Background: an optimization exercise with open tools, aiming at small area, a short achievable clock period and few clock cycles per item. Do not read the settings as production practice.
RTL that was checked went through simulation tests only; none was proved equivalent to the original.
No functional check of the RTL was part of runs 1, 2 and 7.
No activity file was given, so power comes from the tool's default toggle rates.

==> design/flow/design.v <==
`timescale 1ns/100ps
module classifier
(
   input  logic        clk,
   input  logic        local_rst,
   output logic        addr_valid,
   input  logic        addr_ready,
   output logic [20:0] addr,
   input  logic        din_valid,
   output logic        din_ready,
   input  logic [41:0] din,
   input  logic        stddev_valid,
   output logic        stddev_ready,
   input  logic [15:0] stddev,
   output logic        result_valid,
   input  logic        result_ready,
   output logic        result
);
   logic [5:0]  ic;
   logic [2:0]  fd;
   logic [3:0]  cr;
   logic        dall;
   logic [19:0] s;
   logic [19:0] c;
   logic        xa;
   logic        xb;
   logic        sd_seen;
   logic        clear;
   logic [19:0] acc;
   logic        x_new;
   logic        pass0;
   logic        pass1;
   logic        pass2;
   logic        at8;
   logic        at20;
   logic        at32;
   logic        ic_stop;
   localparam logic [31:0] ADDR_B0 = 32'h00000000;
   localparam logic [31:0] ADDR_B1 = 32'h00000000;
   localparam logic [31:0] ADDR_B2 = 32'h00060000;
   localparam logic [31:0] ADDR_B3 = 32'h00070000;
   localparam logic [31:0] ADDR_B4 = 32'h00080000;
   localparam logic [31:0] ADDR_B5 = 32'h00030000;
   localparam logic [31:0] ADDR_B6 = 32'h000c0000;
   localparam logic [31:0] ADDR_B7 = 32'h00000000;
   localparam logic [31:0] ADDR_B8 = 32'hac905300;
   localparam logic [31:0] ADDR_B9 = 32'hff16acac;
   localparam logic [31:0] ADDR_B10 = 32'hca18caca;
   localparam logic [31:0] ADDR_B11 = 32'h0cd00300;
   localparam logic [31:0] ADDR_B12 = 32'h0fec0c0c;
   localparam logic [31:0] ADDR_B13 = 32'hc000c0c0;
   localparam logic [31:0] ADDR_B14 = 32'h00000000;
   localparam logic [31:0] ADDR_B15 = 32'h0000ac00;
   localparam logic [31:0] ADDR_B16 = 32'h5390ac00;
   localparam logic [31:0] ADDR_B17 = 32'h66e6ca66;
   localparam logic [31:0] ADDR_B18 = 32'h88f80c88;
   localparam logic [31:0] ADDR_B19 = 32'h03c00c00;
   localparam logic [31:0] ADDR_B20 = 32'hcc0cc0cc;
   assign addr[0] = ADDR_B0[ic[4:0]];
   assign addr[1] = ADDR_B1[ic[4:0]];
   assign addr[2] = ADDR_B2[ic[4:0]];
   assign addr[3] = ADDR_B3[ic[4:0]];
   assign addr[4] = ADDR_B4[ic[4:0]];
   assign addr[5] = ADDR_B5[ic[4:0]];
   assign addr[6] = ADDR_B6[ic[4:0]];
   assign addr[7] = ADDR_B7[ic[4:0]];
   assign addr[8] = ADDR_B8[ic[4:0]];
   assign addr[9] = ADDR_B9[ic[4:0]];
   assign addr[10] = ADDR_B10[ic[4:0]];
   assign addr[11] = ADDR_B11[ic[4:0]];
   assign addr[12] = ADDR_B12[ic[4:0]];
   assign addr[13] = ADDR_B13[ic[4:0]];
   assign addr[14] = ADDR_B14[ic[4:0]];
   assign addr[15] = ADDR_B15[ic[4:0]];
   assign addr[16] = ADDR_B16[ic[4:0]];
   assign addr[17] = ADDR_B17[ic[4:0]];
   assign addr[18] = ADDR_B18[ic[4:0]];
   assign addr[19] = ADDR_B19[ic[4:0]];
   assign addr[20] = ADDR_B20[ic[4:0]];
   assign acc   = s + c;
   assign x_new = ~acc[19];
   assign pass0 = xb | x_new;                                            
   assign pass1 = (xb & ~(xa & x_new)) | ~(xa | xb | x_new);             
   assign pass2 = x_new | (xa & ~xb);                                    
   assign at8  = (ic == 6'd8)  & (fd == 3'd2) & cr[0];
   assign at20 = (ic == 6'd20) & (fd == 3'd5) & cr[0];
   assign at32 = dall;
   assign ic_stop    = (ic == 6'd8) | (ic == 6'd20) | ic[5];
   assign addr_valid = ~ic_stop | (at8 & pass0) | (at20 & pass1);
   assign result_valid = (at8 & ~pass0) | (at20 & ~pass1) | at32;
   assign result       = at32 & pass2;
   assign stddev_ready = result_valid;
   assign din_ready    = sd_seen;
   assign clear        = result_valid & result_ready;
   logic [2:0]  f;
   logic        cn0;
   logic        first;
   logic [13:0] d0;
   logic [13:0] d1;
   logic [13:0] d2;
   logic [19:0] b0;
   logic [19:0] b1;
   logic [19:0] b2;
   logic [19:0] a0;
   logic [19:0] a1;
   logic [1:0]  kc;
   logic        k0;
   logic        sel0_4;
   logic        sel0_2;
   logic        sel1_1;
   logic        sel1_2;
   logic        pol0;
   logic        pol1;
   logic        k1;
   logic [19:0] s1;
   logic [19:0] c1;
   logic [19:0] s2;
   logic [19:0] c2;
   logic [19:0] s_next;
   logic [19:0] c_next;
   assign f     = fd;
   assign first = cr[0];
   assign cn0   = cr[1] | cr[3];
   assign d0    = din[41:28];
   assign d1    = din[27:14];
   assign d2    = din[13:0];
   assign b0 = {6'd0, ~d0};
   assign b1 = {5'd0, d1, 1'b0};
   always_comb begin
      case (f)
         3'd2, 3'd3, 3'd5: b2 = {6'd0, d1};
         3'd4:             b2 = {5'd0, d2, 1'b0};
         default:          b2 = '0;
      endcase
      sel0_4 = first & (f == 3'd0 || f == 3'd3 || f == 3'd7);
      sel0_2 = first & (f == 3'd1 || f == 3'd2 || f == 3'd4 || f == 3'd5);
      sel1_1 = first & (f == 3'd1 || f == 3'd3 || f == 3'd5 || f == 3'd6);
      sel1_2 = first & (f == 3'd7);
      pol0   = first ? (f != 3'd2 && f != 3'd5 && f != 3'd6) : cn0;
      pol1   = first ? (f == 3'd1 || f == 3'd3 || f == 3'd6 || f == 3'd7) : cn0;
      a0 = (({20{sel0_4}} & {2'd0, stddev, 2'd0}) | ({20{sel0_2}} & {3'd0, stddev, 1'd0})
            | ({20{~first}} & s)) ^ {20{pol0}};
      a1 = (({20{sel1_1}} & {4'd0, stddev}) | ({20{sel1_2}} & {3'd0, stddev, 1'd0})
            | ({20{~first}} & c)) ^ {20{pol1}};
      case (f)
         3'd1, 3'd3, 3'd7: kc = 2'd2;
         3'd0, 3'd4, 3'd6: kc = 2'd1;
         default:          kc = 2'd0;
      endcase
   end
   assign k0 = first ? (kc != 2'd0) : cn0;
   assign k1 = first & kc[1];
   assign s1 = b0 ^ b1 ^ b2;
   assign c1 = {((b0[18:0] & b1[18:0]) | (b0[18:0] & b2[18:0]) | (b1[18:0] & b2[18:0])), k0};
   assign s2 = a0 ^ a1 ^ s1;
   assign c2 = {((a0[18:0] & a1[18:0]) | (a0[18:0] & s1[18:0]) | (a1[18:0] & s1[18:0])), k1};
   assign s_next = s2 ^ c2 ^ c1;
   assign c_next = {((s2[18:0] & c2[18:0]) | (s2[18:0] & c1[18:0]) | (c2[18:0] & c1[18:0])), 1'b0};
   always_ff @(posedge clk) begin
      if (local_rst || clear) begin
         ic      <= '0;
         fd      <= '0;
         cr      <= 4'b0001;
         dall    <= 1'b0;
         sd_seen <= 1'b0;
      end else begin
         if (stddev_valid) begin
            sd_seen <= 1'b1;
         end
         if (addr_valid && addr_ready) begin
            ic <= ic + 6'd1;
         end
         if (din_valid && din_ready) begin
            cr <= {cr[2:0], cr[3]};
            if (cr[3]) begin
               fd <= fd + 3'd1;
               if (fd == 3'd7) begin
                  dall <= 1'b1;
               end
            end
         end
      end
   end
   always_ff @(posedge clk) begin
      if (din_valid && din_ready) begin
         s <= s_next;
         c <= c_next;
         if (first) begin
            xa <= xb;
            xb <= x_new;
         end
      end
   end
endmodule
==> design/flow/flow/run.sh <==
#!/bin/bash
# Standard layout, with the smallest buffer on the ports.
set -euo pipefail
export BUFFER_PORTS_ARGS="-buffer_cell sky130_fd_sc_hd__buf_1"
bash standard.sh finish > standard_finish.log 2>&1
==> design/flow/standard.sh <==
#!/bin/bash
# synth_recipe.tcl (not shown) runs the flow's synth.tcl, then flattens the netlist and writes it again
# the make line also repeats each setting of config.mk as NAME=value (left out here)
make -C /OpenROAD-flow-scripts/flow DESIGN_CONFIG=/design/flow/config.mk WORK_HOME=/design/flow/orfs CLKGATE_MAP_FILE= SYNTH_SCRIPT=/design/flow/synth_recipe.tcl "${@:-finish}"
==> design/flow/config.mk <==
export PLATFORM = sky130hd
export DESIGN_NAME = classifier
export DESIGN_NICKNAME = classifier
export VERILOG_FILES = /design/flow/design.v
export SDC_FILE = /design/flow/constraint.sdc
export NUM_CORES = 4
export LEC_CHECK = 0
export ABC_AREA = 1
export CAP_MARGIN = 20
export CORE_MARGIN = 2
export CORE_UTILIZATION = 40
export SETUP_SLACK_MARGIN = 5
export SLEW_MARGIN = 20
==> design/flow/constraint.sdc <==
create_clock -name core_clock -period 9.0 [get_ports {clk}]
set_input_delay 1.8000 -clock core_clock [delete_from_list [all_inputs] [get_ports {clk}]]
set_output_delay 1.8000 -clock core_clock [all_outputs]
set_load 0.01 [all_outputs]
==> notes.md, run 1 <==
status=no timing/DRC/antenna violations; ANT cells=0; Final WS setup=5.07 ns; GRT Util Overall=between 10% and 20%; Num CTS Buffers=5; hpwl dp=8900 µm; CP max stage cell=edfxtp_1; Final #Nets=about 810; drt total wl=11800 µm; Vias/cell=4.98; I/O pins=90; Yosys reg bits=56; Syn Inst Count=585; Starting Density=40.5%; Clock Sink Count=56; Fillers=1348; number of synthesized flops with an enable pin=41; setup TNS=0 ns; CP Capture Type=output port; post-synthesis average cell area=9.09 µm²; Rows=42; endpoints failing setup=0; CP dominant cell by count=nand2_1; die width=119 µm; Worst Max-Slew Pin Slew=~0.8 ns; crit share post-route=43.7%; GR Overflow Total=0; Area Overhead vs Synth=13.3%; root buffer cell=clkbuf_16; first-pass GRT wire length=20100 µm; Post-CTS Hold Buffers=0; max_cap viols=0; Final Hold Viols=0; worst-skew pair later-pin latency=0.29 ns; slew margin rel.=46.6%; Mapped Area=5320 µm²; Critical Path Source Type=register; CP cell instances=ha_1, nand2_1, inv_1, nand2_1, nand2_1, nand2_1, nand2_1, nand2_1, nand2_2, nand2_4, nand3_2, a21oi_2, nand2_4, buf_6; RSZ-0062 raised after global routing=true; DR DRC count=0; Core ar.=13100 µm²; die area=14200 µm²; PwrDens=133 nW/µm²; DRT Pass-1 Iters=5; fin crit period=approximately 3.9 ns; Syn. warnings=1; biggest area consumer among synthesized cells=edfxtp_1; Synth area leaders=edfxtp_1 (23%), fa_1 (17%), ha_1 (9.6%), nand2_1 (7.4%), inv_1 (7.3%); Non-Filler Instances=between 800 and 900; average wire per standard cell=roughly 14 µm; Die Y=119 µm; worst path required time=7.20 ns; WHS=between 0.4 and 0.5 ns; CTS tree=built; Placer Congestion=0.864; largest net degree at the start of global routing=47; HP Class=reg -> reg; CP Max Fanout=4; CP peak stage delay=~0.41 ns; post-route antenna net violation count=0; total number of vias=4193; VDD IR max=0.0949 mV; Tot Pwr=around 800 µW; Max Slew Vio Count=0; post-synth top area share=23.1%; Critical Path AT=2.13 ns; Leak=around 0.0026 µW; number of global-route vias before repair=4230; Setup WS pre-CTS=5.08 ns; prevailing post-synth register cell=edfxtp_1; CTS Buffer Depth=2; post-synth cell types=43; Setup CP Type=reg -> out; layout cells sized above 1=9.01%; Port-buffer cells=85; initial antenna violation count=0; number of H-tree levels=2; sequential area share after synthesis=~29%; worst clock skew=0.00743 ns; initial DRC count=about 260; Worst-path clk slew=0.07 ns; maximum clock frequency=0.254 GHz; Placed Instances=between 800 and 900; ys async rst share=0%
## registers in the layout, indices dropped and copies added, names as in the netlist
register,count
xa,1
dall,1
xb,1
sd_seen,1
ic,6
c,19
cr,4
s,20
fd,3
## cells by family after synthesis
family / after synthesis / synth area share (%)
AOI/OAI and AO/OA: 91 / 12.2
xor gates and xnor gates: 44 / 7.25
adders and majority gates: 85 / 26.2
buffers and inverters: 130 / 10.2
DFF: 56 / 28.8
other: 1 / 0.0705
and+or+nand+nor: 178 / 15.2
## placed cells by master, fill, tap and decap left out, types with 14 or more instances in the layout
cell	count
o221ai_1	27
ha_1	39
o21ai_0	14
nand2_1	101
nand3_1	16
edfxtp_1	41
xor2_1	36
buf_1	83
nor2_1	26
fa_1	44
dfxtp_1	14
inv_1	103
## layer usage
metal	vias to the layer above	global-route usage [%]	wire length, µm
li1	2069	-	-
met2	117	29.1	5780
met1	1989	22.8	5170
met5	-	0	0
met4	0	7.21	333
met3	18	2.35	491
## stage by stage
| step | instance area [µm²] | util, % |
|---|---|---|
| floorplan | 5330 | - |
| global placement | 5760 | 43.8 |
| detailed placement | 5760 | 43.8 |
| CTS | 5920 | 45.0 |
| global route | 6030 | 45.9 |
| finish | 6030 | 45.9 |
## worst max-delay path: cells and delay by family (launching register included)
kind	cells	cell delay [ns]
buffers and inverters	2	0.16
DFF	1	0.41
and+or+nand+nor	10	0.76
adders and majority gates	1	0.32
AOI/OAI and AO/OA	1	0.17
## power breakdown
part           total [µW]  switching (µW)  leakage (µW)  internal, µW
sequential            340            16.2      0.000506           324
clock                 191            88.2     0.0000679           103
combinational         270             158       0.00206           112
## cells in the mapped netlist (4+ instances only)
master,number
nand2_1,105
inv_1,103
fa_1,44
edfxtp_1,41
ha_1,41
xor2_1,36
nor2_1,30
o221ai_1,27
nand3_1,17
dfxtp_1,15
o21ai_0,15
a22oi_1,13
a21oi_1,12
buf_4,8
xnor2_1,8
o211ai_1,7
a21oi_2,6
clkbuf_1,6
nor2_2,6
buf_1,4
nand2_2,4
nand3_2,4
## final cells by class
cell class,instances,area [µm²],area share [%]
clock buffers,7,133,2.20
clock inverters,1,5.00,0.0830
inverters,107,404,6.70
multi-input cells,402,3340,55.4
flip-flops and latches,56,1530,25.4
well taps,176,220,3.65
repair buffers,93,394,6.54
## repair_timing
action / in CTS / in global routing
pin swaps: 6 / 6
gates resized for setup: 5 / 17
setup buffers: 1 / 4
endpoints found under the setup margin: 1 / 5
gates cloned: 0 / 0
## path summary, 6_finish.rpt
path / slack, ns / cells past startpoint / start / endpoint
max: 5.07 / 14 / c[6] / addr_valid
min: 0.46 / 0 / xb / xa
max reg2reg: 5.29 / 9 / fd[0] / s[4]
min reg2reg: 0.46 / 0 / xb / xa
==> run 2, diff against run 1 <==
--- a/design/flow/design.v
+++ b/design/flow/design.v
@@ -28,6 +28,9 @@
    logic        clear;
    logic [19:0] acc;
    logic        x_new;
+   logic        x_q;
+   logic        tl_q;
+   logic        rdy;
    logic        pass0;
    logic        pass1;
    logic        pass2;
@@ -79,15 +82,15 @@
    assign addr[20] = ADDR_B20[ic[4:0]];
    assign acc   = s + c;
    assign x_new = ~acc[19];
-   assign pass0 = xb | x_new;                                            
-   assign pass1 = (xb & ~(xa & x_new)) | ~(xa | xb | x_new);             
-   assign pass2 = x_new | (xa & ~xb);                                    
+   assign pass0 = xb | x_q;                                              
+   assign pass1 = (xb & ~(xa & x_q)) | ~(xa | xb | x_q);                 
+   assign pass2 = x_q | (xa & ~xb);                                      
    assign at8  = (ic == 6'd8)  & (fd == 3'd2) & cr[0];
    assign at20 = (ic == 6'd20) & (fd == 3'd5) & cr[0];
    assign at32 = dall;
    assign ic_stop    = (ic == 6'd8) | (ic == 6'd20) | ic[5];
-   assign addr_valid = ~ic_stop | (at8 & pass0) | (at20 & pass1);
-   assign result_valid = (at8 & ~pass0) | (at20 & ~pass1) | at32;
+   assign addr_valid = ~ic_stop | (rdy & ((at8 & pass0) | (at20 & pass1)));
+   assign result_valid = rdy & ((at8 & ~pass0) | (at20 & ~pass1) | at32);
    assign result       = at32 & pass2;
    assign stddev_ready = result_valid;
    assign din_ready    = sd_seen;
@@ -163,7 +166,9 @@
          cr      <= 4'b0001;
          dall    <= 1'b0;
          sd_seen <= 1'b0;
+         rdy     <= 1'b0;
       end else begin
+         rdy <= at8 | at20 | at32;
          if (stddev_valid) begin
             sd_seen <= 1'b1;
          end
@@ -182,13 +187,15 @@
       end
    end
    always_ff @(posedge clk) begin
+      x_q  <= x_new;
+      tl_q <= din_valid & din_ready & first;
       if (din_valid && din_ready) begin
          s <= s_next;
          c <= c_next;
-         if (first) begin
-            xa <= xb;
-            xb <= x_new;
-         end
+      end
+      if (tl_q) begin
+         xa <= xb;
+         xb <= x_q;
       end
    end
 endmodule
--- a/design/flow/config.mk
+++ b/design/flow/config.mk
@@ -9,5 +9,4 @@
 export CAP_MARGIN = 20
 export CORE_MARGIN = 2
 export CORE_UTILIZATION = 40
-export SETUP_SLACK_MARGIN = 5
 export SLEW_MARGIN = 20
==> run 2 against run 1 <==
- still clean on timing, DRC and antenna
- final cell count down 0.36%
- total power up 7.8%
- first-iteration DRC count up 31%
- largest cell class unchanged
- highest routed layer unchanged
==> notes.md, run 2 <==
status=no timing/DRC/antenna violations; Clock Sink Count=59 (+5.4%); Rows=42 (unchanged); Critical Path Source Type=register; Placer Congestion=0.867 (+0.31%); slew margin rel.=40.5% (-6.1 points); worst path required time=7.20 ns (about the same); Post-DP Area=5730 µm² (-0.46%); CP Max Fanout=21 (+17); hpwl dp=9250 µm (+3.9%); GRT Util Overall=18.6% (+1.2 points); HP Class=reg -> reg; initial DRC count=338 (+31%); number of synthesized flops with an enable pin=41 (unchanged); root buffer cell=clkbuf_16; most frequent cell after synthesis=nand2_1; average wire per standard cell=15.1 µm (+7.7%); I/O pins=90 (unchanged); Non-Filler Instances=839 (-0.36%); Vias/cell=5.18 (+4.0%); layout cells sized above 1=6.64% (-2.4 points); endpoints failing setup=0 (unchanged); die width=120 µm (+0.21%); Port-buffer cells=85 (unchanged); most frequent cells in the layout=nand2_1 (115), buf_1 (85), inv_1 (64); Most flops, register=s; setup TNS=0 ns (unchanged); Leak=0.00264 µW (about the same); Synth area leaders=edfxtp_1 (23%), fa_1 (16%), ha_1 (9.4%), nand2_1 (8.1%), dfxtp_1 (6.7%); Syn Inst Count=583 (-0.34%); VDD IR max=0.104 mV (+10%); Placed Instances=823 (-0.72%); max FFs per register=20 (unchanged); Starting Density=40.7% (+0.18 points); maximum clock frequency=0.253 GHz (-0.40%); Core ar.=13100 µm² (unchanged); Post-CTS Hold Buffers=0 (unchanged); initial antenna violation count=0 (unchanged); CTS tree=built; Worst Max-Slew Pin Slew=0.892 ns (+0.0922 ns); CP Capture Type=output port; Setup WS pre-CTS=5.16 ns (+0.0811 ns); prevailing post-synth register cell=edfxtp_1; RSZ-0062 raised after global routing=false; Area Overhead vs Synth=12.6%; biggest area consumer among synthesized cells=edfxtp_1; Die Y=120 µm (+0.21%); drt total wl=12600 µm (+7.4%); Max Slew Vio Count=0 (unchanged); die area=14300 µm² (+0.43%); Setup CP Type=reg -> out; final non-filler cell area=6020 µm² (-0.17%); max_cap viols=0 (unchanged); ys async rst share=0% (unchanged); DR DRC count=0 (unchanged); Mapped Area=5340 µm² (+0.45%); post-synth top area share=23.0% (-0.10 points); worst clock skew=0.00416 ns (-0.00327 ns); commonest non-fill, non-tap cell in the layout=nand2_1; Resize count post-CTS=0 (-5); sequential area share after synthesis=29.8% (+1.0 points); post-synth cell types=41 (-4.7%); setup bufs post-CTS=0 (-1); DRT Pass-1 Iters=5 (unchanged); worst-skew pair later-pin latency=0.34 ns (+0.05 ns); Final WS setup=5.05 ns (-0.0156 ns); post-route antenna net violation count=0 (unchanged); largest net degree at the start of global routing=45 (-4.3%); Critical Path AT=2.15 ns (+0.02 ns); Final Hold Viols=0 (unchanged); post-synthesis average cell area=9.16 µm² (+0.79%); first-pass GRT wire length=21000 µm (+4.5%); Yosys reg bits=59 (+5.4%); total number of vias=4346 (+3.6%); fin crit period=3.95 ns (+0.0156 ns); Synth top cells by count=nand2_1 (115), inv_1 (64), fa_1 (44); Final #Nets=806 (-0.98%); GR Overflow Total=0 (unchanged); Fillers=1302 (-3.4%); Num CTS Buffers=9 (+4); number of H-tree levels=3 (+1); crit share post-route=43.9% (+0.17 points); Worst-path clk slew=0.05 ns (-0.02 ns); PwrDens=144 nW/µm² (+8.0%); Tot Pwr=864 µW (+7.8%); number of global-route vias before repair=4292 (+1.5%); ANT cells=0 (unchanged); Syn. warnings=1 (unchanged); CTS Buffer Depth=2 (unchanged); biggest regs=s (20), c (19), ic (6)
## run 2: cell count changes in the layout (fill, tap and decap cells not counted), sizes merged, moves of 7 or more
cell	previous run	this run
nand2	110	121
nand3	21	36
o211ai	7	0
a22oi	13	0
inv	107	70
o21ai	15	30
## run 2: path summary, 6_finish.rpt
kind              start           end  slack [ns]  cells past startpoint
setup / recovery  fd[2]  stddev_ready        5.05                      6
hold / removal    ic[5]         ic[5]        0.47                      2
setup reg to reg  fd[2]         s[10]        5.13                      9
hold reg to reg   ic[5]         ic[5]        0.47                      2
## run 2: cells by family after synthesis
| kind of cell | Yosys count | synth area share [%] |
|---|---|---|
| xor+xnor | 45 | 7.38 |
| buf+inv | 96 | 8.45 |
| fa+ha+maj | 84 | 25.9 |
| simple gates | 205 | 16.8 |
| compound gates | 93 | 11.7 |
| other cells | 1 | 0.0702 |
| flops | 59 | 29.8 |
## run 2: routing by layer
metal,wire [µm],GRT usage [%]
met1,5720,24.2
met2,6080,31.9
met3,652,2.90
met4,185,6.25
met5,0,0
## run 2: layout make-up
type / instances / area (µm²) / share of cell area, %
Clock inverter: 5 / 33.8 / 0.561
Tap cell: 176 / 220 / 3.66
Timing Repair Buffer: 88 / 342 / 5.68
Inverter: 69 / 267 / 4.43
Clock buffer: 11 / 254 / 4.22
Multi-Input combinational cell: 431 / 3310 / 55.0
Sequential cell: 59 / 1590 / 26.4
## run 2: worst max-delay path, cell delays in order, from the launching register on
cell	delay [ns]
dfxtp_1	0.90
nand2_2	0.17
nor2_2	0.21
nand4_1	0.14
nand3_2	0.11
and2_1	0.14
buf_1	0.15
## run 2: per-stage QoR
stage,hold WS [ns],util (%)
2_1_floorplan,0.430,-
3_3_place_gp,0.446,43.6
3_5_place_dp,0.454,43.6
4_1_cts,0.468,45.8
5_1_grt,0.496,45.8
6_report,0.467,45.8
## run 2: where the power goes
part | switching [µW] | internal [µW] | leakage, µW
logic | 113 | 81.3 | 0.00197
registers | 12.8 | 325 | 0.000526
clock network | 129 | 203 | 0.000145
total | 254 | 610 | 0.00264
==> run 3, diff against run 2 <==
--- a/design/flow/design.v
+++ b/design/flow/design.v
@@ -26,11 +26,7 @@
    logic        xb;
    logic        sd_seen;
    logic        clear;
-   logic [19:0] acc;
    logic        x_new;
-   logic        x_q;
-   logic        tl_q;
-   logic        rdy;
    logic        pass0;
    logic        pass1;
    logic        pass2;
@@ -80,17 +76,90 @@
    assign addr[18] = ADDR_B18[ic[4:0]];
    assign addr[19] = ADDR_B19[ic[4:0]];
    assign addr[20] = ADDR_B20[ic[4:0]];
-   assign acc   = s + c;
-   assign x_new = ~acc[19];
-   assign pass0 = xb | x_q;                                              
-   assign pass1 = (xb & ~(xa & x_q)) | ~(xa | xb | x_q);                 
-   assign pass2 = x_q | (xa & ~xb);                                      
+   logic [18:0] g;
+   logic [18:0] t;
+   logic        pg0_0;
+   logic        pg0_1;
+   logic        pg0_2;
+   logic        pg0_3;
+   logic        pg0_4;
+   logic        pg0_5;
+   logic        pg0_6;
+   logic        pg0_7;
+   logic        pg0_8;
+   logic        pg1_0;
+   logic        pg1_1;
+   logic        pg1_2;
+   logic        pg1_3;
+   logic        pg1_4;
+   logic        pg2_0;
+   logic        pg2_1;
+   logic        pg3_0;
+   logic        pg4_0;
+   logic        pt0_0;
+   logic        pt0_1;
+   logic        pt0_2;
+   logic        pt0_3;
+   logic        pt0_4;
+   logic        pt0_5;
+   logic        pt0_6;
+   logic        pt0_7;
+   logic        pt0_8;
+   logic        pt1_0;
+   logic        pt1_1;
+   logic        pt1_2;
+   logic        pt1_3;
+   logic        pt1_4;
+   logic        pt2_0;
+   logic        pt2_1;
+   logic        pt3_0;
+   assign g = s[18:0] & c[18:0];
+   assign t = s[18:0] | c[18:0];
+   assign pg0_0 = g[1] | (t[1] & g[0]);
+   assign pt0_0 = t[1] & t[0];
+   assign pg0_1 = g[3] | (t[3] & g[2]);
+   assign pt0_1 = t[3] & t[2];
+   assign pg0_2 = g[5] | (t[5] & g[4]);
+   assign pt0_2 = t[5] & t[4];
+   assign pg0_3 = g[7] | (t[7] & g[6]);
+   assign pt0_3 = t[7] & t[6];
+   assign pg0_4 = g[9] | (t[9] & g[8]);
+   assign pt0_4 = t[9] & t[8];
+   assign pg0_5 = g[11] | (t[11] & g[10]);
+   assign pt0_5 = t[11] & t[10];
+   assign pg0_6 = g[13] | (t[13] & g[12]);
+   assign pt0_6 = t[13] & t[12];
+   assign pg0_7 = g[15] | (t[15] & g[14]);
+   assign pt0_7 = t[15] & t[14];
+   assign pg0_8 = g[17] | (t[17] & g[16]);
+   assign pt0_8 = t[17] & t[16];
+   assign pg1_0 = pg0_1 | (pt0_1 & pg0_0);
+   assign pt1_0 = pt0_1 & pt0_0;
+   assign pg1_1 = pg0_3 | (pt0_3 & pg0_2);
+   assign pt1_1 = pt0_3 & pt0_2;
+   assign pg1_2 = pg0_5 | (pt0_5 & pg0_4);
+   assign pt1_2 = pt0_5 & pt0_4;
+   assign pg1_3 = pg0_7 | (pt0_7 & pg0_6);
+   assign pt1_3 = pt0_7 & pt0_6;
+   assign pg1_4 = g[18] | (t[18] & pg0_8);
+   assign pt1_4 = t[18] & pt0_8;
+   assign pg2_0 = pg1_1 | (pt1_1 & pg1_0);
+   assign pt2_0 = pt1_1 & pt1_0;
+   assign pg2_1 = pg1_3 | (pt1_3 & pg1_2);
+   assign pt2_1 = pt1_3 & pt1_2;
+   assign pg3_0 = pg2_1 | (pt2_1 & pg2_0);
+   assign pt3_0 = pt2_1 & pt2_0;
+   assign pg4_0 = pg1_4 | (pt1_4 & pg3_0);
+   assign x_new = ~(s[19] ^ c[19] ^ pg4_0);
+   assign pass0 = xb | x_new;                                            
+   assign pass1 = (xb & ~(xa & x_new)) | ~(xa | xb | x_new);             
+   assign pass2 = x_new | (xa & ~xb);                                    
    assign at8  = (ic == 6'd8)  & (fd == 3'd2) & cr[0];
    assign at20 = (ic == 6'd20) & (fd == 3'd5) & cr[0];
    assign at32 = dall;
    assign ic_stop    = (ic == 6'd8) | (ic == 6'd20) | ic[5];
-   assign addr_valid = ~ic_stop | (rdy & ((at8 & pass0) | (at20 & pass1)));
-   assign result_valid = rdy & ((at8 & ~pass0) | (at20 & ~pass1) | at32);
+   assign addr_valid = ~ic_stop | (at8 & pass0) | (at20 & pass1);
+   assign result_valid = (at8 & ~pass0) | (at20 & ~pass1) | at32;
    assign result       = at32 & pass2;
    assign stddev_ready = result_valid;
    assign din_ready    = sd_seen;
@@ -166,9 +235,7 @@
          cr      <= 4'b0001;
          dall    <= 1'b0;
          sd_seen <= 1'b0;
-         rdy     <= 1'b0;
       end else begin
-         rdy <= at8 | at20 | at32;
          if (stddev_valid) begin
             sd_seen <= 1'b1;
          end
@@ -187,15 +254,13 @@
       end
    end
    always_ff @(posedge clk) begin
-      x_q  <= x_new;
-      tl_q <= din_valid & din_ready & first;
       if (din_valid && din_ready) begin
          s <= s_next;
          c <= c_next;
-      end
-      if (tl_q) begin
-         xa <= xb;
-         xb <= x_q;
+         if (first) begin
+            xa <= xb;
+            xb <= x_new;
+         end
       end
    end
 endmodule
==> run 3 against run 2 <==
- still clean on timing, DRC and antenna
- core utilization up 0.28 points
- clock power fell by 38%
- setup slack worse by 0.25 ns
- combinational power is 28% higher
- critical path depth stayed put
- die area down 1.1%
==> notes.md, run 3 <==
CP Capture Type=output port; worst path required time=7.20 ns (about the same); Adder-Cell Fraction of Synth Area=22.1% (-3.7 points); number of global-route vias before repair=4264 (-0.65%); Placed Instances=865 (+5.1%); I/O pins=90 (unchanged); Post-Synth XOR/XNOR Area=6.97% (-0.41 points); Core ar.=12800 µm² (-2.8%); most frequent cells in the layout=nand2_1 (125), inv_1 (122), buf_1 (85); Critical Path AT=2.39 ns (+0.24 ns); hold path start=xb; ANT cells=0 (unchanged); first-pass GRT wire length=20400 µm (-2.8%); post-route antenna net violation count=0 (unchanged); die width=119 µm (-0.56%); DRT Pass-1 Iters=4 (-1); footprint of the multi-input gates=3170 µm² (-4.2%); worst r2r src=cr[0]; GRT Util Overall=17.8% (-0.86 points); Critical Path Source Type=register; DR DRC count=0 (unchanged); most frequent cell after synthesis=nand2_1; prevailing post-synth register cell=edfxtp_1; Mapped Area=5280 µm² (-1.1%); Final Hold Viols=0 (unchanged); post-synth cell types=41 (unchanged); maximum clock frequency=0.238 GHz (-5.9%); Vias/cell=4.94 (-4.6%); Port-buffer cells=85 (unchanged); Clock Sink Count=56 (-5.1%); average wire per standard cell=14.0 µm (-7.2%); slew margin rel.=54.2% (+14 points); Rows=41 (-2.4%); commonest non-fill, non-tap cell in the layout=nand2_1; Worst-path clk slew=0.08 ns (+0.03 ns); crit share post-route=46.6% (+2.7 points); die area=14100 µm² (-1.1%); hpwl dp=9560 µm (+3.3%); biggest area consumer among synthesized cells=edfxtp_1; internal reg-to-reg setup slack=5.04 ns (-0.09 ns); Syn. warnings=1 (unchanged); root buffer cell=clkbuf_16; Num CTS Buffers=5 (-4); Final WS setup=4.81 ns (-0.246 ns); Yosys reg bits=56 (-5.1%); Setup CP Type=reg -> out; Leak=0.00265 µW (+0.67%); largest family of logic cells by synthesized area=adder cells; post-synth top area share=23.3% (+0.27 points); max_cap viols=0 (unchanged); Area Overhead vs Synth=11.5%; sequential area share after synthesis=29.0% (-0.79 points); VDD IR max=0.0787 mV (-25%); Non-Filler Instances=873 (+4.1%); Resize count post-CTS=0 (unchanged); initial DRC count=293 (-13%); Starting Density=41.3% (+0.68 points); Final #Nets=831 (+3.1%); Synth top cells by count=nand2_1 (126), inv_1 (122), fa_1 (44); PwrDens=135 nW/µm² (-5.8%); biggest regs=s (20), c (19), ic (6); total number of vias=4316 (-0.69%); simple-gate area share of the yosys netlist=18.1% (+1.3 points); Max Slew Vio Count=0 (unchanged); max FFs per register=20 (unchanged); setup TNS=0 ns (unchanged); layout cells sized above 1=6.70% (+0.068 points); register area=1530 µm² (-3.8%); fin crit period=4.19 ns (+0.246 ns); Worst Reg-to-Reg Cells=10 (+1); Setup WS pre-CTS=4.80 ns (-0.360 ns); Post-CTS Hold Buffers=0 (unchanged); Worst Max-Slew Pin Slew=0.686 ns (-0.206 ns); WHS=0.470 ns (+0.00296 ns); ys async rst share=0% (unchanged); Fillers=1309 (+0.54%); r2r endpoint=s[1]; drt total wl=12200 µm (-3.4%); CP Max Fanout=21 (unchanged); Synth area leaders=edfxtp_1 (23%), fa_1 (17%), nand2_1 (9.0%), inv_1 (8.7%), dfxtp_1 (5.7%); CTS Buffer Depth=2 (unchanged); setup bufs post-CTS=0 (unchanged); Syn Inst Count=623 (+6.9%); CTS tree=built; RSZ-0062 raised after global routing=false; Most flops, register=s; largest net degree at the start of global routing=42 (-6.7%); Placer Congestion=0.932 (+7.5%); Die Y=119 µm (-0.56%); worst clock skew=0.0106 ns (+0.00643 ns); WHS Path Cells=0 (-2); number of H-tree levels=2 (-1); worst-skew pair later-pin latency=0.30 ns (-0.04 ns); post-synthesis compound-gate area fraction=12.6% (+0.89 points); post-synthesis average cell area=8.48 µm² (-7.5%); Hold Path Sink=xa; GR Overflow Total=0 (unchanged); number of synthesized flops with an enable pin=41 (unchanged); mux cell area share after synthesis=0% (unchanged); status=no timing/DRC/antenna violations; initial antenna violation count=0 (unchanged); HP Class=reg -> reg; endpoints failing setup=0 (unchanged)
-- run 3: changes by cell type after synthesis, sizes merged, moves of 5 or more --
cell    before  now
nor2        36   51
ha          40   23
o211ai       0    8
xor2        39   34
nand2      121  131
nand3       36   22
a22oi        0   13
inv         68  126
o21ai       30   21
o221ai      31   22
-- run 3: where the power goes --
part           switching, µW  total [µW]  internal, µW
Sequential              19.0         343           324
Combinational            148         249           101
Clock                   99.0         205           106
-- run 3: cell type report --
| cell class | count | area share [%] |
|---|---|---|
| multi-input cells | 423 | 53.9 |
| flip-flops and latches | 56 | 26.0 |
| inverters | 126 | 8.08 |
| repair buffers | 88 | 5.80 |
| well taps | 172 | 3.66 |
| clock buffers | 5 | 2.13 |
| clock inverters | 3 | 0.425 |
-- run 3: kinds of logic after synthesis --
kind of cell | count (synthesis)
other cells | 1
buf+inv | 147
compound gates | 96
xor+xnor | 42
fa+ha+maj | 67
flops | 56
simple gates | 214
-- run 3: how the worst max path moves through the flow --
stage                  from      endpoint  slack [ns]
finish                cr[0]  stddev_ready        4.81
global route          cr[0]  stddev_ready        4.53
detailed placement    cr[0]          s[1]        4.80
CTS                   cr[0]  result_valid        4.81
floorplan           din[14]          s[1]        5.27
global placement      cr[0]          s[1]        4.92
-- run 3: layer usage --
metal / part of all wire (%) / up-vias / wire, µm / GRT usage, %
li1: - / 2140 / - / -
met3: 4.1 / 10 / 499 / 2.54
met2: 48 / 102 / 5900 / 30.5
met4: 1.4 / 0 / 176 / 3.72
met5: 0 / - / 0 / 0
met1: 46 / 2064 / 5630 / 23.9
-- run 3: critical path, cell delays in order (launching register included) --
cell	delay, ns
dfxtp_1	0.77
inv_1	0.43
buf_4	0.33
nor2_2	0.17
nand4_1	0.13
nand3_2	0.12
buf_1	0.15
-- run 3: through the flow --
step / area (µm²) / power (µW) / util [%]
5_1_grt: 5890 / 855 / 46.1
6_report: 5890 / 796 / 46.1
3_5_place_dp: 5730 / 602 / 44.9
3_3_place_gp: 5730 / 585 / 44.9
4_1_cts: 5880 / 806 / 46.1
2_1_floorplan: 5290 / 528 / -
Testbench counts of run 3, summed over its fixed seeds: cycles 82,658, windows 4,800.
==> run 4, diff against run 3 <==
--- a/design/flow/config.mk
+++ b/design/flow/config.mk
@@ -8,5 +8,6 @@
 export ABC_AREA = 1
 export CAP_MARGIN = 20
 export CORE_MARGIN = 2
-export CORE_UTILIZATION = 40
+export CORE_UTILIZATION = 60
+export SETUP_SLACK_MARGIN = 5
 export SLEW_MARGIN = 20
==> run 4 against run 3 <==
- synthesized cell count is the same
- design area is essentially flat
- sequential share of layout area grew 0.053 points
==> notes.md, run 4 <==
Clk pwr share=19.3% (-6.4 points); GRT Util Overall=26.9% (+9.1 points); Final WS setup=5.05 ns (+0.244 ns); CP max stage cell=edfxtp_1; Synth top cells by count=nand2_1 (126), inv_1 (122), fa_1 (44); I/O pins=90 (unchanged); average wire per standard cell=15.3 µm (+9.4%); worst-skew pair later-pin latency=0.32 ns (+0.02 ns); slew margin rel.=45.4% (-8.8 points); CP Max Fanout=4 (-81%); combinational share of power=35.6% (+4.4 points); number of global-route vias before repair=4472 (+4.9%); Max Slew Vio Count=0 (unchanged); crit share post-route=43.9% (-2.7 points); sw power=272 µW (+2.4%); endpoints failing setup=0 (unchanged); CP Capture Type=output port; most frequent cells in the layout=nand2_1 (122), inv_1 (121), buf_1 (82); status=no timing/DRC/antenna violations; Rows=34 (-17%); Setup WS pre-CTS=4.68 ns (-0.119 ns); most frequent cell after synthesis=nand2_1; register area=1540 µm² (+0.24%); PwrDens=130 nW/µm² (-4.1%); Worst Max-Slew Pin Slew=0.818 ns (+0.132 ns); commonest non-fill, non-tap cell in the layout=nand2_1; CP peak stage delay=0.46 ns (-0.31 ns); Final Hold Viols=0 (unchanged); Syn. warnings=1 (unchanged); layout cells sized above 1=10.0% (+3.3 points); post-synth top area share=23.3% (unchanged); CP cell instances=nor2_2, nor2_1, a21oi_1, nand2_1, a21oi_2, nand2_2, nand2_2, nand2_2, nand2_4, nand3_2, nand3_2, nand3_2, buf_6; Placer Congestion=0.896 (-3.8%); Final #Nets=839 (+0.96%); Sw Share=35.7% (+2.3 points); Starting Density=61.2% (+20 points); post-route antenna net violation count=0 (unchanged); footprint of the multi-input gates=3210 µm² (+1.2%); Critical Path Source Type=register; post-synthesis average cell area=8.48 µm² (unchanged); sequential share of power=45.0% (+1.9 points); worst clock skew=0.00995 ns (-0.000641 ns); Clock Sink Count=56 (unchanged); Die Y=97.8 µm (-18%); first-pass GRT wire length=20900 µm (+2.5%); Port-buffer cells=85 (unchanged); biggest regs=s (20), c (19), ic (6); P_int=491 µW (-7.3%); drt total wl=12500 µm (+2.3%); maximum clock frequency=0.253 GHz (+6.2%); Num CTS Buffers=5 (unchanged); worst path required time=7.20 ns (about the same); WHS=0.471 ns (+0.00162 ns); Fillers=746 (-43%); biggest area consumer among synthesized cells=edfxtp_1; die width=97.8 µm (-18%); RSZ-0062 raised after global routing=true; Most flops, register=s; initial DRC count=259 (-12%); number of synthesized flops with an enable pin=41 (unchanged); largest net degree at the start of global routing=23 (-45%); Synth area leaders=edfxtp_1 (23%), fa_1 (17%), nand2_1 (9.0%), inv_1 (8.7%), dfxtp_1 (5.7%); number of H-tree levels=2 (unchanged); prevailing post-synth register cell=edfxtp_1; hpwl dp=9300 µm (-2.8%); Setup CP Type=reg -> out; CTS tree=built; root buffer cell=clkbuf_8; GR Overflow Total=0 (unchanged); ys async rst share=0% (unchanged); post-synth cell types=41 (unchanged); Post-CTS Hold Buffers=0 (unchanged); VDD IR max=0.0707 mV (-10%); Critical Path AT=2.15 ns (-0.24 ns); Vias/cell=5.47 (+11%); Area Overhead vs Synth=11.5% (about the same); ANT cells=0 (unchanged); Mapped Area=5280 µm² (unchanged); CTS Buffer Depth=2 (unchanged); Worst-path clk slew=0.11 ns (+0.03 ns); Core ar.=8640 µm² (-32%); total number of vias=4467 (+3.5%); Yosys reg bits=56 (unchanged); max_cap viols=0 (unchanged); HP Class=reg -> reg; initial antenna violation count=0 (unchanged); DR DRC count=0 (unchanged); fin crit period=3.95 ns (-0.244 ns); max FFs per register=20 (unchanged); sequential area share after synthesis=29.0% (unchanged); setup TNS=0 ns (unchanged); DRT Pass-1 Iters=5 (+1); Leak=0.00269 µW (+1.1%); Syn Inst Count=623 (unchanged); die area=9570 µm² (-32%)
[run 4: cell counts after synthesis]
No cell type changed its count.
[run 4: cells by family (layout without fill, tap and decap cells)]
kind of cell | after synthesis | count (layout) | synth area share [%]
compound gates | 96 | 96 | 12.6
buf+inv | 147 | 230 | 11.2
xor+xnor | 42 | 42 | 6.97
fa+ha+maj | 67 | 67 | 22.1
flops | 56 | 56 | 29.0
simple gates | 214 | 214 | 18.1
other cells | 1 | 4 | 0.0710
[run 4: metal layers]
| layer | track usage, % | part of all wire, % | wire, µm | up-vias |
|---|---|---|---|---|
| li1 | - | - | - | 2163 |
| met1 | 37.7 | 44 | 5510 | 2085 |
| met2 | 45.2 | 47 | 5930 | 197 |
| met3 | 3.15 | 6.8 | 848 | 22 |
| met4 | 6.41 | 1.7 | 208 | 0 |
| met5 | 0 | 0 | 0 | - |
[run 4: stage by stage]
step | utilization (%) | cell area (µm²) | total power (µW) | cells
finish | 68.2 | 5890 | 764 | 817
global route | 68.2 | 5890 | 815 | 817
CTS | 67.0 | 5790 | 758 | 813
detailed placement | 65.3 | 5640 | 606 | 799
global placement | 65.3 | 5640 | 586 | 799
floorplan | - | 5290 | 528 | 626
[run 4: worst max-delay path: cells and delay by family, from the launching register on]
family,cells,cell delay (ns)
AO/OA/AOI/OAI,2,0.27
flip-flops,1,0.46
buffers and inverters,1,0.14
AND/OR/NAND/NOR,10,0.95
[run 4: power groups by stage]
stage	Sequential, µW	Clock, µW	Combinational [µW]
2_1_floorplan	340	0	188
3_5_place_dp	348	0	258
3_3_place_gp	348	0	238
4_1_cts	342	152	264
6_report	344	148	272
5_1_grt	346	158	311
[run 4: final timing paths]
check | start | end | slack [ns] | depth (start not counted)
setup / recovery | s[15] | stddev_ready | 5.05 | 13
hold / removal | xb | xa | 0.47 | 0
setup reg to reg | cr[0] | s[9] | 5.34 | 7
hold reg to reg | xb | xa | 0.47 | 0
[run 4: area by class of cell]
cell class / instances / area share (%)
clock buffers: 5 / 1.17
clock inverters: 3 / 0.382
inverters: 126 / 8.14
multi-input cells: 423 / 54.5
flip-flops and latches: 56 / 26.1
well taps: 108 / 2.29
repair buffers: 95 / 7.33
repair inverters: 1 / 0.0850
[run 4: repair_timing]
item                       CTS  global route
setup endpoints to repair   35             4
buffers inserted             5             2
pin swaps                    5            10
gates cloned                 1             0
resized for setup            6            18
==> run 5, diff against run 4 <==
--- a/design/flow/config.mk
+++ b/design/flow/config.mk
@@ -8,6 +8,6 @@
 export ABC_AREA = 1
 export CAP_MARGIN = 20
 export CORE_MARGIN = 2
-export CORE_UTILIZATION = 60
+export CORE_UTILIZATION = 40
 export SETUP_SLACK_MARGIN = 5
 export SLEW_MARGIN = 20
==> run 5 against run 4 <==
- setup slack improved by 0.091 ns
- non-clock buffer count fell by 2
- clock skew rose by 0.0033 ns
- global-route usage decreased by 9.1 points
==> notes.md, run 5 <==
status=no timing/DRC/antenna violations; largest family of logic cells by synthesized area=adder cells; worst path required time=7.20 ns (about the same); Final #Nets=836 (-0.36%); number of synthesized flops with an enable pin=41 (unchanged); P_int=532 µW (+8.4%); post-synth top area share=23.3% (unchanged); drt total wl=12300 µm (-1.3%); Critical Path AT=2.06 ns (-0.09 ns); layout cells sized above 1=8.78% (-1.2 points); setup TNS=0 ns (unchanged); Core ar.=12800 µm² (+48%); crit share post-route=42.9% (-1.0 points); sw power=268 µW (-1.5%); Mapped Area=5280 µm² (unchanged); post-synthesis compound-gate area fraction=12.6% (unchanged); CP dominant cell by count=nand2_1; Critical Path Source Type=register; family with the most delay on the worst path=simple AND/OR/NAND/NOR gates; register area=1540 µm² (+0.16%); hpwl dp=9560 µm (+2.8%); biggest regs=s (20), c (19), ic (6); slew margin rel.=56.3% (+11 points); post-synthesis average cell area=8.48 µm² (unchanged); post-synth cell types=41 (unchanged); Buf+Inv Stages, Crit Path=2 (+1); Yosys reg bits=56 (unchanged); simple-gate area share of the yosys netlist=18.1% (unchanged); max_cap viols=0 (unchanged); Rows=41 (+21%); I/O pins=90 (unchanged); RSZ-0062 raised after global routing=true; Synth top cells by count=nand2_1 (126), inv_1 (122), fa_1 (44); biggest area consumer among synthesized cells=edfxtp_1; Synth area leaders=edfxtp_1 (23%), fa_1 (17%), nand2_1 (9.0%), inv_1 (8.7%), dfxtp_1 (5.7%); first-pass GRT wire length=20400 µm (-2.4%); Non-Filler Instances=878 (+7.5%); initial DRC count=273 (+5.4%); Sw Share=33.5% (-2.2 points); ys async rst share=0% (unchanged); HP Class=reg -> reg; die width=119 µm (+22%); average wire per standard cell=14.0 µm (-8.1%); combinational share of power=31.7% (-3.9 points); GR Overflow Total=0 (unchanged); CP max stage cell=edfxtp_1; total number of vias=4372 (-2.1%); CTS Buffer Depth=2 (unchanged); Tot Pwr=801 µW (+4.9%); met2 usage=30.7% (-14 points); VDD IR max=0.0783 mV (+11%); Max Slew Vio Count=0 (unchanged); PwrDens=134 nW/µm² (+3.6%); Final Hold Viols=0 (unchanged); largest net degree at the start of global routing=42 (+83%); DR DRC count=0 (unchanged); commonest non-fill, non-tap cell in the layout=nand2_1; Vias/cell=4.98 (-8.9%); Die Y=119 µm (+22%); CTS tree=built; max FFs per register=20 (unchanged); ANT cells=0 (unchanged); number of global-route vias before repair=4259 (-4.8%); GRT Util Overall=17.8% (-9.1 points); footprint of the multi-input gates=3200 µm² (-0.35%); CP cell instances=nor2_1, nor2_1, nand3_1, nand2_1, inv_1, nand2_1, nand2_1, nand2_1, nand2_2, nand2_1, nand2_2, nand3_2, nand2_1, nand2_1, nand2_4, clkbuf_2; Adder-Cell Fraction of Synth Area=22.1% (unchanged); Syn Inst Count=623 (unchanged); Worst Max-Slew Pin Slew=0.653 ns (-0.166 ns); Placer Congestion=0.932 (+3.9%); Post-CTS Hold Buffers=0 (unchanged); worst clock skew=0.0133 ns (+0.00330 ns); CP Max Fanout=4 (unchanged); Worst-path clk slew=0.08 ns (-0.03 ns); sequential share of power=42.8% (-2.2 points); Most flops, register=s; worst-skew pair later-pin latency=0.30 ns (-0.02 ns); Placed Instances=865 (+8.3%); most frequent cell after synthesis=nand2_1; Starting Density=41.3% (-20 points); Fillers=1305 (+75%); Clk pwr share=25.5% (+6.2 points); initial antenna violation count=0 (unchanged); GR Util met3=2.49% (-0.66 points); number of H-tree levels=2 (unchanged); Leak=0.00268 µW (-0.28%); GRT busiest layer=met2; fin crit period=3.86 ns (-0.0909 ns); mux cell area share after synthesis=0% (unchanged); Area Overhead vs Synth=12.9%; DRT Pass-1 Iters=5 (unchanged); Post-Route Utilization=46.7% (-22 points); post-route antenna net violation count=0 (unchanged); Clock Sink Count=56 (unchanged); maximum clock frequency=0.259 GHz (+2.4%); Post-Synth XOR/XNOR Area=6.97% (unchanged); grt met1 use=24.0% (-14 points); die area=14100 µm² (+48%); Port-buffer cells=85 (unchanged); prevailing post-synth register cell=edfxtp_1; sequential area share after synthesis=29.0% (unchanged); endpoints failing setup=0 (unchanged); root buffer cell=clkbuf_16; Syn. warnings=1 (unchanged); Num CTS Buffers=5 (unchanged); CP peak stage delay=0.43 ns (-0.03 ns); most frequent cells in the layout=nand2_1 (124), inv_1 (121), buf_1 (84); Setup CP Type=reg -> out; CP Capture Type=output port
==> run 5: cell counts after synthesis <==
Identical to the previous run, type by type.
==> run 5: cells by family after synthesis <==
family                     Yosys count
AOI/OAI and AO/OA                   96
adders and majority gates           67
DFF                                 56
xor gates and xnor gates            42
buffers and inverters              147
other                                1
and+or+nand+nor                    214
==> run 5: final timing paths <==
kind | startpoint | endpoint | slack (ns) | depth (start not counted)
min reg2reg | xb | xa | 0.47 | 0
min | xb | xa | 0.47 | 0
max reg2reg | fd[0] | s[1] | 5.26 | 13
max | s[7] | addr_valid | 5.14 | 16
==> run 5: power groups by stage <==
| stage | Clock (µW) | Sequential [µW] | Combinational (µW) |
|---|---|---|---|
| 2_1_floorplan | 0 | 340 | 188 |
| 3_3_place_gp | 0 | 348 | 237 |
| 3_5_place_dp | 0 | 348 | 254 |
| 4_1_cts | 208 | 343 | 255 |
| 5_1_grt | 217 | 346 | 297 |
| 6_report | 204 | 343 | 254 |
==> run 5: through the flow <==
stage | area (µm²) | hold WS (ns) | worst slack [ns]
final | 5960 | 0.469 | 5.14
after global placement | 5730 | 0.440 | 4.92
after detailed placement | 5730 | 0.456 | 4.80
after CTS | 5890 | 0.474 | 5.00
after floorplan | 5290 | 0.426 | 5.27
after global routing | 5960 | 0.480 | 4.98
==> run 5: layout make-up <==
class	count	area share, %
repair buffers	93	6.38
clock inverters	3	0.420
multi-input cells	423	53.7
flip-flops and latches	56	25.8
inverters	126	8.04
clock buffers	5	2.10
well taps	172	3.61
==> run 5: routing by layer <==
layer / share of wire (%) / wire length [µm]
met5: 0 / 0
met4: 1.6 / 203
met3: 3.9 / 485
met2: 48 / 5940
met1: 46 / 5710
==> run 5: what timing repair did <==
item	CTS	global route
buffers inserted	0	5
resized for setup	3	9
setup endpoints to repair	32	4
pin swaps	0	6
==> run 6, diff against run 5 <==
--- a/design/flow/config.mk
+++ b/design/flow/config.mk
@@ -6,8 +6,8 @@
 export NUM_CORES = 4
 export LEC_CHECK = 0
 export ABC_AREA = 1
-export CAP_MARGIN = 20
+export CAP_MARGIN = 0
 export CORE_MARGIN = 2
 export CORE_UTILIZATION = 40
 export SETUP_SLACK_MARGIN = 5
-export SLEW_MARGIN = 20
+export SLEW_MARGIN = 0
==> run 6 against run 5 <==
- clock power about the same
- clock skew about the same
- final cell count unchanged
- maximum frequency about the same
- critical path depth decreased by 3
==> notes.md, run 6 <==
Port-buffer cells=85 (unchanged); fin crit period=3.86 ns (-0.000810 ns); slew margin rel.=56.6% (+0.22 points); post-synth cell types=41 (unchanged); DRT Pass-1 Iters=4 (-1); post-synth top area share=23.3% (unchanged); number of synthesized flops with an enable pin=41 (unchanged); Starting Density=41.3% (unchanged); Synth top cells by count=nand2_1 (126), inv_1 (122), fa_1 (44); Vias/cell=4.97 (-0.23%); PwrDens=135 nW/µm² (+0.14%); GR Overflow Total=0 (unchanged); most frequent cells in the layout=nand2_1 (124), inv_1 (121), buf_1 (84); post-synthesis average cell area=8.48 µm² (unchanged); Mapped Area=5280 µm² (unchanged); Buf+Inv Stages, Crit Path=1 (-1); Crit path depth=13 (-3); I/O pins=90 (unchanged); Critical Path Source Type=register; biggest regs=s (20), c (19), ic (6); CP cell instances=nor2_1, nor2_2, nand3_1, nand2_1, a21oi_1, nand2_1, nand2_2, nand2_1, nand2_2, nand3_1, a21oi_2, nand2_4, clkbuf_2; hpwl dp=9560 µm (unchanged); Synth area leaders=edfxtp_1 (23%), fa_1 (17%), nand2_1 (9.0%), inv_1 (8.7%), dfxtp_1 (5.7%); Critical Path AT=2.06 ns (about the same); Final #Nets=836 (unchanged); GRT Util Overall=17.8% (unchanged); family with the most delay on the worst path=simple AND/OR/NAND/NOR gates; worst path required time=7.20 ns (about the same); HP Class=reg -> reg; Yosys reg bits=56 (unchanged); Max Slew Vio Count=0 (unchanged); ANT cells=0 (unchanged); Worst-path clk slew=0.08 ns (about the same); Core ar.=12800 µm² (unchanged); worst r2r src=fd[0]; CP dominant cell by count=nand2_1; Die Y=119 µm (unchanged); CP peak stage delay=0.46 ns (+0.03 ns); CTS tree=built; Syn. warnings=1 (unchanged); hold path start=xb; prevailing post-synth register cell=edfxtp_1; crit path from=s[11]; worst-skew pair later-pin latency=0.30 ns (about the same); ys async rst share=0% (unchanged); Num CTS Buffers=5 (unchanged); Area Overhead vs Synth=12.7%; crit share post-route=42.9% (about the same); biggest area consumer among synthesized cells=edfxtp_1; initial antenna violation count=0 (unchanged); number of global-route vias before repair=4259 (unchanged); largest net degree at the start of global routing=42 (unchanged); die width=119 µm (unchanged); DR DRC count=0 (unchanged); CP Max Fanout=4 (unchanged); CP max stage cell=edfxtp_1; Tot Pwr=801 µW (about the same); Setup CP Type=reg -> out; average wire per standard cell=14.1 µm (about the same); initial DRC count=298 (+9.2%); Post-CTS Hold Buffers=0 (unchanged); status=no timing/DRC/antenna violations; Final Hold Viols=0 (unchanged); VDD IR max=0.0791 mV (+1.1%); worst clock skew=0.0134 ns (+0.000145 ns); die area=14100 µm² (unchanged); total number of vias=4362 (-0.23%); Rows=41 (unchanged); commonest non-fill, non-tap cell in the layout=nand2_1; maximum clock frequency=0.259 GHz (about the same); Placer Congestion=0.932 (unchanged); number of H-tree levels=2 (unchanged); endpoints failing setup=0 (unchanged); most frequent cell after synthesis=nand2_1; first-pass GRT wire length=20400 µm (unchanged); post-route antenna net violation count=0 (unchanged); drt total wl=12300 µm (about the same); layout cells sized above 1=8.36% (-0.42 points); root buffer cell=clkbuf_16; max_cap viols=0 (unchanged); Clock Sink Count=56 (unchanged); CP Capture Type=output port; WHS Path Cells=0 (unchanged); setup TNS=0 ns (unchanged); Worst Reg-to-Reg Cells=13 (unchanged); Syn Inst Count=623 (unchanged); Leak=0.00268 µW (about the same); Most flops, register=s; sequential area share after synthesis=29.0% (unchanged); RSZ-0062 raised after global routing=true; CTS Buffer Depth=2 (unchanged); Worst Max-Slew Pin Slew=0.649 ns (-0.00331 ns); max FFs per register=20 (unchanged)
## run 6: cell counts after synthesis
No cell type changed its count.
## run 6: area by class of cell
type,instances,area (µm²)
clock buffers,5,125
flip-flops and latches,56,1540
clock inverters,3,25.0
fillers,1306,6820
multi-input cells,423,3190
repair buffers,93,380
well taps,172,215
inverters,126,479
## run 6: metal layers
metal  vias up  track usage, %  share of wire (%)
met5         -               0                  0
met4         0            3.42                1.7
met3        10            2.49                4.3
met2       117            30.7                 48
met1      2085            24.0                 46
li1       2150               -                  -
## run 6: stage by stage
step	area (µm²)	worst slack [ns]	hold slack, ns	util, %	std cells
5_1_grt	5950	4.93	0.480	46.6	878
3_3_place_gp	5730	4.92	0.440	44.9	865
2_1_floorplan	5290	5.27	0.426	-	626
3_5_place_dp	5730	4.80	0.456	44.9	865
4_1_cts	5890	5.00	0.474	46.1	873
6_report	5950	5.14	0.469	46.6	878
## run 6: repair_timing
action	4_1_cts	5_1_grt
pin swaps	0	3
endpoints found under the setup margin	32	19
buffers inserted	0	5
gates resized for setup	3	7
## run 6: cells by family (layout without fill, tap and decap cells)
family / after synthesis / in the layout / synth area share [%]
AO/OA/AOI/OAI: 96 / 96 / 12.6
XOR/XNOR: 42 / 42 / 6.97
adder cells (fa/ha/maj): 67 / 67 / 22.1
buffers and inverters: 147 / 227 / 11.2
flip-flops: 56 / 56 / 29.0
other: 1 / 4 / 0.0710
AND/OR/NAND/NOR: 214 / 214 / 18.1
## run 6: final timing paths
kind | end | slack [ns]
setup / recovery | addr_valid | 5.14
setup reg to reg | s[1] | 5.27
hold / removal | xa | 0.47
hold reg to reg | xa | 0.47
## run 6: power breakdown
| part | switching [µW] | internal, µW | total (µW) |
|---|---|---|---|
| Sequential | 19.1 | 324 | 343 |
| Combinational | 150 | 103 | 253 |
| Clock | 99.3 | 106 | 205 |
==> run 7, diff against run 6 <==
--- a/design/flow/design.v
+++ b/design/flow/design.v
@@ -20,6 +20,8 @@
    logic [2:0]  fd;
    logic [3:0]  cr;
    logic        dall;
+   logic        d8;
+   logic        d20;
    logic [19:0] s;
    logic [19:0] c;
    logic        xa;
@@ -154,8 +156,8 @@
    assign pass0 = xb | x_new;                                            
    assign pass1 = (xb & ~(xa & x_new)) | ~(xa | xb | x_new);             
    assign pass2 = x_new | (xa & ~xb);                                    
-   assign at8  = (ic == 6'd8)  & (fd == 3'd2) & cr[0];
-   assign at20 = (ic == 6'd20) & (fd == 3'd5) & cr[0];
+   assign at8  = (ic == 6'd8)  & d8;
+   assign at20 = (ic == 6'd20) & d20;
    assign at32 = dall;
    assign ic_stop    = (ic == 6'd8) | (ic == 6'd20) | ic[5];
    assign addr_valid = ~ic_stop | (at8 & pass0) | (at20 & pass1);
@@ -234,6 +236,8 @@
          fd      <= '0;
          cr      <= 4'b0001;
          dall    <= 1'b0;
+         d8      <= 1'b0;
+         d20     <= 1'b0;
          sd_seen <= 1'b0;
       end else begin
          if (stddev_valid) begin
@@ -243,7 +247,9 @@
             ic <= ic + 6'd1;
          end
          if (din_valid && din_ready) begin
-            cr <= {cr[2:0], cr[3]};
+            cr  <= {cr[2:0], cr[3]};
+            d8  <= (fd == 3'd1) & cr[3];
+            d20 <= (fd == 3'd4) & cr[3];
             if (cr[3]) begin
                fd <= fd + 3'd1;
                if (fd == 3'd7) begin
--- a/design/flow/config.mk
+++ b/design/flow/config.mk
@@ -6,8 +6,8 @@
 export NUM_CORES = 4
 export LEC_CHECK = 0
 export ABC_AREA = 1
-export CAP_MARGIN = 0
+export CAP_MARGIN = 20
 export CORE_MARGIN = 2
 export CORE_UTILIZATION = 40
 export SETUP_SLACK_MARGIN = 5
-export SLEW_MARGIN = 0
+export SLEW_MARGIN = 20
==> run 7 against run 6 <==
- still clean
- combinational power is 4% higher
- total power up 17%
- synthesized cell count is 1.1% lower
- clock skew is 0.0068 ns lower
- non-clock buffer count grew 1
- worst hold slack worse by 0.011 ns
- clock-buffer cell count increased by 11
- sequential power grew 3%
- register-to-register slack gained 0.06 ns
- highest routed layer unchanged
==> notes.md, run 7 <==
total number of vias=4417 (+1.3%); Vias/cell=5.00 (+0.57%); met2 usage=30.5% (-0.21 points); CTS Buffer Depth=2 (unchanged); sequential area share after synthesis=29.5% (+0.46 points); Leak=0.00275 µW (+2.7%); RSZ-0062 raised after global routing=true; Rows=42 (+2.4%); PwrDens=152 nW/µm² (+13%); number of H-tree levels=3 (+1); DRT Pass-1 Iters=7 (+3); endpoints failing setup=0 (unchanged); Max Slew Vio Count=0 (unchanged); most frequent cells in the layout=inv_1 (117), nand2_1 (111), buf_1 (84); DR DRC count=0 (unchanged); Synth top cells by count=inv_1 (118), nand2_1 (114), fa_1 (44); post-synthesis average cell area=8.66 µm² (+2.2%); die width=119 µm (+0.49%); layout cells sized above 1=9.89% (+1.5 points); average wire per standard cell=14.4 µm (+2.7%); I/O pins=90 (unchanged); initial antenna violation count=0 (unchanged); Final Hold Viols=0 (unchanged); Clock Sink Count=58 (+3.6%); root buffer cell=clkbuf_16; Starting Density=40.6% (-0.74 points); CTS tree=built; Tot Pwr=938 µW (+17%); Area Overhead vs Synth=15.6%; Synth area leaders=edfxtp_1 (23%), fa_1 (17%), inv_1 (8.3%), nand2_1 (8.0%), xor2_1 (6.4%); worst-skew pair later-pin latency=0.34 ns (+0.04 ns); max_cap viols=0 (unchanged); VDD IR max=0.0937 mV (+18%); worst path required time=7.20 ns (about the same); setup TNS=0 ns (unchanged); post-synth cell types=44 (+7.3%); Worst-path clk slew=0.05 ns (-0.03 ns); max FFs per register=20 (unchanged); biggest regs=s (20), c (19), ic (6); grt met1 use=25.3% (+1.3 points); sequential share of power=37.6% (-5.2 points); combinational share of power=28.1% (-3.5 points); Mapped Area=5340 µm² (+1.0%); P_int=642 µW (+21%); Die Y=119 µm (+0.49%); GR Util met3=3.04% (+0.55 points); status=no timing/DRC/antenna violations; Most flops, register=s; largest net degree at the start of global routing=42 (unchanged); Syn. warnings=1 (unchanged); Worst Max-Slew Pin Slew=0.734 ns (+0.0847 ns); Post-CTS Hold Buffers=0 (unchanged); Critical Path AT=2.11 ns (+0.05 ns); Core ar.=13100 µm² (+2.9%); drt total wl=12800 µm (+3.4%); Placer Congestion=0.872 (-6.4%); sw power=297 µW (+11%); post-route antenna net violation count=0 (unchanged); Sw Share=31.6% (-1.9 points); post-synth top area share=23.1% (-0.24 points); Final #Nets=834 (-0.24%); Syn Inst Count=616 (-1.1%); prevailing post-synth register cell=edfxtp_1; GRT busiest layer=met2; Critical Path Source Type=register; maximum clock frequency=0.256 GHz (-1.4%); first-pass GRT wire length=21100 µm (+3.2%); commonest non-fill, non-tap cell in the layout=inv_1; Yosys reg bits=58 (+3.6%); CP Max Fanout=4 (unchanged); ys async rst share=0% (unchanged); Port-buffer cells=85 (unchanged); die area=14300 µm² (+0.99%); biggest area consumer among synthesized cells=edfxtp_1; Setup CP Type=reg -> out; Clk pwr share=34.3% (+8.7 points); worst clock skew=0.00657 ns (-0.00683 ns); hpwl dp=9450 µm (-1.2%); number of global-route vias before repair=4423 (+3.9%); HP Class=reg -> reg; initial DRC count=360 (+21%); CP Capture Type=output port; most frequent cell after synthesis=inv_1; ANT cells=0 (unchanged); crit share post-route=43.5% (+0.62 points); GR Overflow Total=0 (unchanged); slew margin rel.=50.9% (-5.6 points); fin crit period=3.91 ns (+0.0557 ns); GRT Util Overall=18.7% (+0.94 points); Num CTS Buffers=9 (+4); number of synthesized flops with an enable pin=41 (unchanged)
==> run 7: changes by cell type after synthesis, moves of 3 or more <==
cell / before / now
inv_1: 122 / 118
nand2_1: 126 / 114
nand2_2: 2 / 5
o221ai_1: 22 / 28
xnor2_1: 8 / 5
xor2_1: 34 / 39
==> run 7: critical path, cell delays in order, from the launching register on <==
cell and delay (ns):
edfxtp_1 0.42, nor2_2 0.17, nor2_1 0.05, a21oi_1 0.14, nand2_1 0.08, a21oi_2 0.11
nand2_2 0.09, nand2_4 0.10, nand2_4 0.05, nand2_4 0.10, nand3_2 0.07, a21oi_2 0.15
nand2_2 0.10, buf_6 0.13
==> run 7: power groups by stage <==
stage               registers (µW)  clock network, µW  logic (µW)
floorplan                      349                  0         191
global placement               357                  0         240
detailed placement             357                  0         258
CTS                            352                323         260
global route                   356                336         308
finish                         353                322         264
==> run 7: repair_timing <==
item                                    4_1_cts  5_1_grt
gates cloned                                  1        0
gates resized for setup                       2       14
pin swaps                                     0        7
endpoints found under the setup margin        7       30
setup buffers                                 1        5
==> run 7: per-layer routing <==
metal | part of all wire (%) | wire length, µm
met1 | 46 | 5850
met2 | 47 | 6030
met3 | 4.9 | 621
met4 | 2.0 | 259
met5 | 0 | 0
==> run 7: worst paths after layout <==
| path | slack, ns | cells past startpoint | endpoint | from |
|---|---|---|---|---|
| max | 5.09 | 13 | addr_valid | c[15] |
| min | 0.46 | 0 | xa | xb |
| max reg2reg | 5.33 | 9 | s[2] | fd[2] |
| min reg2reg | 0.46 | 0 | xa | xb |
==> run 7: stage by stage <==
| stage | utilization, % | setup slack (ns) | instance area [µm²] | std cells | hold WS, ns |
|---|---|---|---|---|---|
| global placement | 44.1 | 5.08 | 5790 | 861 | 0.441 |
| CTS | 46.3 | 5.00 | 6080 | 879 | 0.459 |
| finish | 46.9 | 5.09 | 6170 | 884 | 0.458 |
| detailed placement | 44.1 | 4.94 | 5790 | 861 | 0.451 |
| global route | 46.9 | 4.96 | 6170 | 884 | 0.479 |
| floorplan | - | 5.28 | 5350 | 619 | 0.426 |
==> run 7: cells by family after synthesis <==
| group | Yosys count | synth area share, % |
|---|---|---|
| XOR/XNOR | 44 | 7.22 |
| adder cells (fa/ha/maj) | 67 | 21.9 |
| flip-flops | 58 | 29.5 |
| AND/OR/NAND/NOR | 203 | 17.4 |
| AO/OA/AOI/OAI | 98 | 13.1 |
| buffers and inverters | 145 | 10.9 |
| other | 1 | 0.0703 |
==> run 7: area by class of cell <==
type	instances	area (µm²)
Fill cell	1327	6970
Multi-Input combinational cell	416	3240
Sequential cell	58	1570
Inverter	123	465
Timing Repair Buffer	94	394
Clock buffer	16	272
Tap cell	176	220
Timing Repair inverter	1	5.00

[port drivers added, routing unchanged]
Ports are ideal in the flow. The routed layouts listed here were re-timed in OpenROAD. Step 1 sets driving cells, clkbuf_16 on the clock port and buf_2 on the other inputs (assumed; they add their load-dependent delay and slew). Step 2 times the ports against the registers' clock, not the clock port: input delays grow and output delays shrink by t, the midpoint of the rising clock arrivals with the driver on. Slacks: ideal ports / drivers / drivers and shift; pairs: ideal ports / drivers.
run	t, ns	setup WS [ns]	latest minus earliest clock arrival (ns)
run 1	0.328	5.067 / 5.030 / 5.096	0.008 / 0.007
run 2	0.376	5.052 / 5.012 / 5.135	0.005 / 0.005
run 3	0.335	4.806 / 4.768 / 5.035	0.011 / 0.011
run 4	0.349	5.050 / 5.017 / 5.081	0.010 / 0.010
run 5	0.337	5.141 / 5.103 / 5.105	0.014 / 0.015
run 6	0.337	5.142 / 5.103 / 5.105	0.014 / 0.014
run 7	0.373	5.086 / 5.050 / 5.063	0.006 / 0.007
After both steps setup and hold are still met in every run listed. For run 6, which loses most, drivers alone change the setup slack by -0.039 ns; drivers and shift together by -0.037 ns.
